Context: an optimization exercise on an open-source flow, tuned for small area. The choices shown serve that exercise and are no tape-out recipe. In this exercise RTL edits were held to simulation tests only and were not proved equivalent to the original. No activity file was given, so power comes from the tool's default toggle rates.

P:
// register_bank_mux
module register_bank_mux #(
  parameter int WIDTH = register_bank_pkg::DEF_WIDTH,
  parameter int DEPTH = register_bank_pkg::DEF_DEPTH,
  parameter bit R0_ZERO = 1'b0,
  parameter int AW = $clog2(DEPTH)
) (
  input  logic             clk,
  input  logic             reset,
  input  logic             we,
  input  logic [AW-1:0]    waddr,
  input  logic [WIDTH-1:0] wdata,
  input  logic [AW-1:0]    raddr_a,
  output logic [WIDTH-1:0] rdata_a,
  input  logic [AW-1:0]    raddr_b,
  output logic [WIDTH-1:0] rdata_b,
  input  logic             dump_start,
  output logic             dump_busy,
  output logic             dump_valid,
  input  logic             dump_ready,
  output logic [AW-1:0]    dump_addr,
  output logic [WIDTH-1:0] dump_data,
  output logic             dump_last
);
  localparam logic [AW-1:0] LAST = AW'(DEPTH - 1);
  logic [DEPTH-1:0][WIDTH-1:0] regs;
  logic [DEPTH-1:0] wen, seln_a, seln_b, seln_d;
  logic [AW-1:0] ra_q, rb_q;
  logic [WIDTH-1:0] wd, sel_data_a, sel_data_b, beat;
  logic running, start, advance, hit, hit_or_reset;
  logic [AW-1:0] ptr, ptr_nxt;
  always_comb
    for (int i = 0; i < DEPTH; i++)
  ...
==> flow/config.mk <==
export PLATFORM = sky130hd
export DESIGN_NAME = register_bank_mux
export DESIGN_NICKNAME = register_bank_mux
export VERILOG_FILES = /design/flow/design.v
export SDC_FILE = /design/flow/constraint.sdc
export NUM_CORES = 4
export LEC_CHECK = 0
export CAP_MARGIN = 20
export CORE_MARGIN = 2
export CORE_UTILIZATION = 60
export CTS_CLUSTER_DIAMETER = 60
export CTS_CLUSTER_SIZE = 25
export PLACE_DENSITY = 0.8
export SLEW_MARGIN = 20
export SYNTH_HIERARCHICAL = 1
export SYNTH_MINIMUM_KEEP_SIZE = 0
==> flow/constraint.sdc <==
create_clock -name core_clock -period 5.0 [get_ports {clk}]
set_input_delay 1.0000 -clock core_clock [delete_from_list [all_inputs] [get_ports {clk}]]
set_output_delay 1.0000 -clock core_clock [all_outputs]
set_load 0.01 [all_outputs]
standard.sh (not shown) runs the stock make flow with config.mk's settings and CLKGATE_MAP_FILE= SYNTH_SCRIPT=/design/flow/synth_recipe.tcl, a recipe that flattens the netlist after the stock synthesis.
==> flow/flow/run.sh <==
#!/bin/bash
# The standard layout, with every port buffered by a sky130_fd_sc_hd__buf_1 instead of the
# delay buffer buffer_ports picks by default. Make's full output goes to flow_make.log here;
# each ORFS step keeps its own log under orfs/logs/.
set -euo pipefail
bash standard.sh "BUFFER_PORTS_ARGS=-buffer_cell sky130_fd_sc_hd__buf_1" finish > flow_make.log 2>&1
P ended with every stage complete and zero timing, DRC or antenna violations.
## Diff of input files: Q against P
==> flow/flow/run.sh <==
#!/bin/bash
# The standard layout, with two changes: every port is buffered by a sky130_fd_sc_hd__buf_1
# instead of the delay buffer buffer_ports picks by default, and clock tree synthesis adds no
# dummy loads. Make's full output goes to flow_make.log here; each ORFS step keeps its own
# log under orfs/logs/.
set -euo pipefail
bash standard.sh \
  "BUFFER_PORTS_ARGS=-buffer_cell sky130_fd_sc_hd__buf_1" \
  "CTS_ARGS=-sink_clustering_enable -repair_clock_nets -sink_clustering_size 30 -sink_clustering_max_diameter 80 -dont_use_dummy_load" \
  finish > flow_make.log 2>&1
Notes after the runs:
On wire length, P and Q are basically level.
met1 wire length, P and Q, lower one = Q.
Setup WNS P -> Q: worse
Between Q and P, the met2 track demand over resource figures differ only marginally.
On combinational group share of total power, the higher figure sits with Q, not P.
Relative to Q, the following input files were edited for R:
diff --git a/flow/flow/run.sh b/flow/flow/run.sh
--- a/flow/flow/run.sh
+++ b/flow/flow/run.sh
@@ -7,4 +7,4 @@
 bash standard.sh \
   "BUFFER_PORTS_ARGS=-buffer_cell sky130_fd_sc_hd__buf_1" \
-  "CTS_ARGS=-sink_clustering_enable -repair_clock_nets -sink_clustering_size 30 -sink_clustering_max_diameter 80 -dont_use_dummy_load" \
+  "CTS_ARGS=-sink_clustering_enable -repair_clock_nets -sink_clustering_size 25 -sink_clustering_max_diameter 60 -dont_use_dummy_load" \
   finish > flow_make.log 2>&1
### Flow results
- Every run in the comparison, Q and R, completed the flow with a clean layout.
- Portion of total power attributed to the clock network, Q and R, lower one = Q.
- The routed wire length on Q is in line with that on R.
- Q → R: peak supply drop fell 4.3%; switching power of the nets rose 3.3%; part of the power in registers fell 2.4 points; final cell count about even.
- A highest routed metal layer of met4 is what Q shows, while met5 belongs to R.
The following lists how S was set up differently from R:
# R
export LEC_CHECK = 0
export CAP_MARGIN = 20
export CORE_MARGIN = 2
export CORE_UTILIZATION = 60
export CTS_CLUSTER_DIAMETER = 60
export CTS_CLUSTER_SIZE = 25
export PLACE_DENSITY = 0.8
export SLEW_MARGIN = 20
export SYNTH_HIERARCHICAL = 1
export SYNTH_MINIMUM_KEEP_SIZE = 0
create_clock -name core_clock -period 5.0 [get_ports {clk}]
# S
export LEC_CHECK = 0
export CAP_MARGIN = 20
export CORE_MARGIN = 2
export CORE_UTILIZATION = 40
export CTS_CLUSTER_DIAMETER = 60
export CTS_CLUSTER_SIZE = 25
export SLEW_MARGIN = 20
export SYNTH_HIERARCHICAL = 1
export SYNTH_MINIMUM_KEEP_SIZE = 0
create_clock -name core_clock -period 5.0 [get_ports {clk}]
==> flow/run.sh (new file) <==
#!/bin/bash
# synth_recipe.tcl (not shown) runs the flow's synth.tcl, then flattens the netlist and writes it again
# the make line also repeats each setting of config.mk as NAME=value (left out here)
make -C /OpenROAD-flow-scripts/flow DESIGN_CONFIG=/design/flow/config.mk WORK_HOME=/design/flow/orfs CLKGATE_MAP_FILE= SYNTH_SCRIPT=/design/flow/synth_recipe.tcl finish
removed: flow/flow/run.sh
removed: flow/standard.sh
[summary]
S vs R on number of fill cells in the layout: S is the higher one.
Every stage of the flow completed for S, and the final layout passed the timing, DRC and antenna checks.
Final cell count without fillers went up by more than 10% going from R to S.
Looking only at setup slack, and setting everything else aside, the lower value of R and S goes to S.
Cmp R and S / fraction of the cycle the final worst path needs / higher: S
The inputs of T differ from those of S as listed below.
# S
export LEC_CHECK = 0
export CAP_MARGIN = 20
export CORE_MARGIN = 2
export CORE_UTILIZATION = 40
export CTS_CLUSTER_DIAMETER = 60
export CTS_CLUSTER_SIZE = 25
export SLEW_MARGIN = 20
export SYNTH_HIERARCHICAL = 1
export SYNTH_MINIMUM_KEEP_SIZE = 0
create_clock -name core_clock -period 5.0 [get_ports {clk}]
# T
export LEC_CHECK = 0
export CAP_MARGIN = 20
export CORE_MARGIN = 2
export CORE_UTILIZATION = 60
export CTS_CLUSTER_DIAMETER = 80
export CTS_CLUSTER_SIZE = 30
export PLACE_DENSITY = 0.8
export SLEW_MARGIN = 20
export SYNTH_HIERARCHICAL = 1
export SYNTH_MINIMUM_KEEP_SIZE = 0
create_clock -name core_clock -period 5.0 [get_ports {clk}]
==> flow/flow/run.sh (new file) <==
#!/bin/bash
# The standard layout, with every port buffered by a sky130_fd_sc_hd__buf_1 instead of the
# delay buffer buffer_ports picks by default. Make's full output goes to flow_make.log here;
# each ORFS step keeps its own log under orfs/logs/.
set -euo pipefail
bash standard.sh "BUFFER_PORTS_ARGS=-buffer_cell sky130_fd_sc_hd__buf_1" finish > flow_make.log 2>&1
==> flow/standard.sh (new file) <==
#!/bin/bash
# synth_recipe.tcl (not shown) runs the flow's synth.tcl, then flattens the netlist and writes it again
# the make line also repeats each setting of config.mk as NAME=value (left out here)
make -C /OpenROAD-flow-scripts/flow DESIGN_CONFIG=/design/flow/config.mk WORK_HOME=/design/flow/orfs CLKGATE_MAP_FILE= SYNTH_SCRIPT=/design/flow/synth_recipe.tcl "${@:-finish}"
removed: flow/run.sh
--- outcome ---
In summary, T completed successfully, with a layout that passed the timing, DRC and antenna checks.
T vs. S: wire length on met1 decreased by about 16% relative to the old numbers, die area moved down, worst hold slack decreased 0.24 ns, setup slack rose by 0.24 ns.

## what the ideal ports hide
The results above use ideal ports. As a check the final layouts listed here were re-extracted and re-timed, cells and wires unchanged.
Step 1, drivers: a clkbuf_16 drives clk and a buf_2 each remaining input, both assumed.
Step 2 also shifts input and output timing later by t, the mid clock arrival at the registers, as if the neighbouring blocks saw the same clock.
Three values: ideal ports, drivers, drivers and shift; two values: the first two.
run | shift t [ns] | setup WS [ns] | worst hold slack (ns) | worst setup path after step 2
P | 0.659 | 0.472 / 0.412 / 0.470 | 0.490 / 0.455 / 0.672 | input to register
Q | 0.661 | 0.458 / 0.402 / 0.535 | 0.475 / 0.442 / 0.672 | input to register
R | 0.645 | 0.428 / 0.374 / 0.440 | 0.501 / 0.471 / 0.676 | input to register
S | 0.655 | 0.134 / 0.073 / 0.551 | 0.691 / 0.691 / 0.691 | input to register
T | 0.679 | 0.375 / 0.321 / 0.487 | 0.450 / 0.420 / 0.683 | input to register
After both steps setup and hold are still met in every run listed. The setup slack of P, which loses most, moves by -0.060 ns with the drivers and by -0.002 ns with both steps.
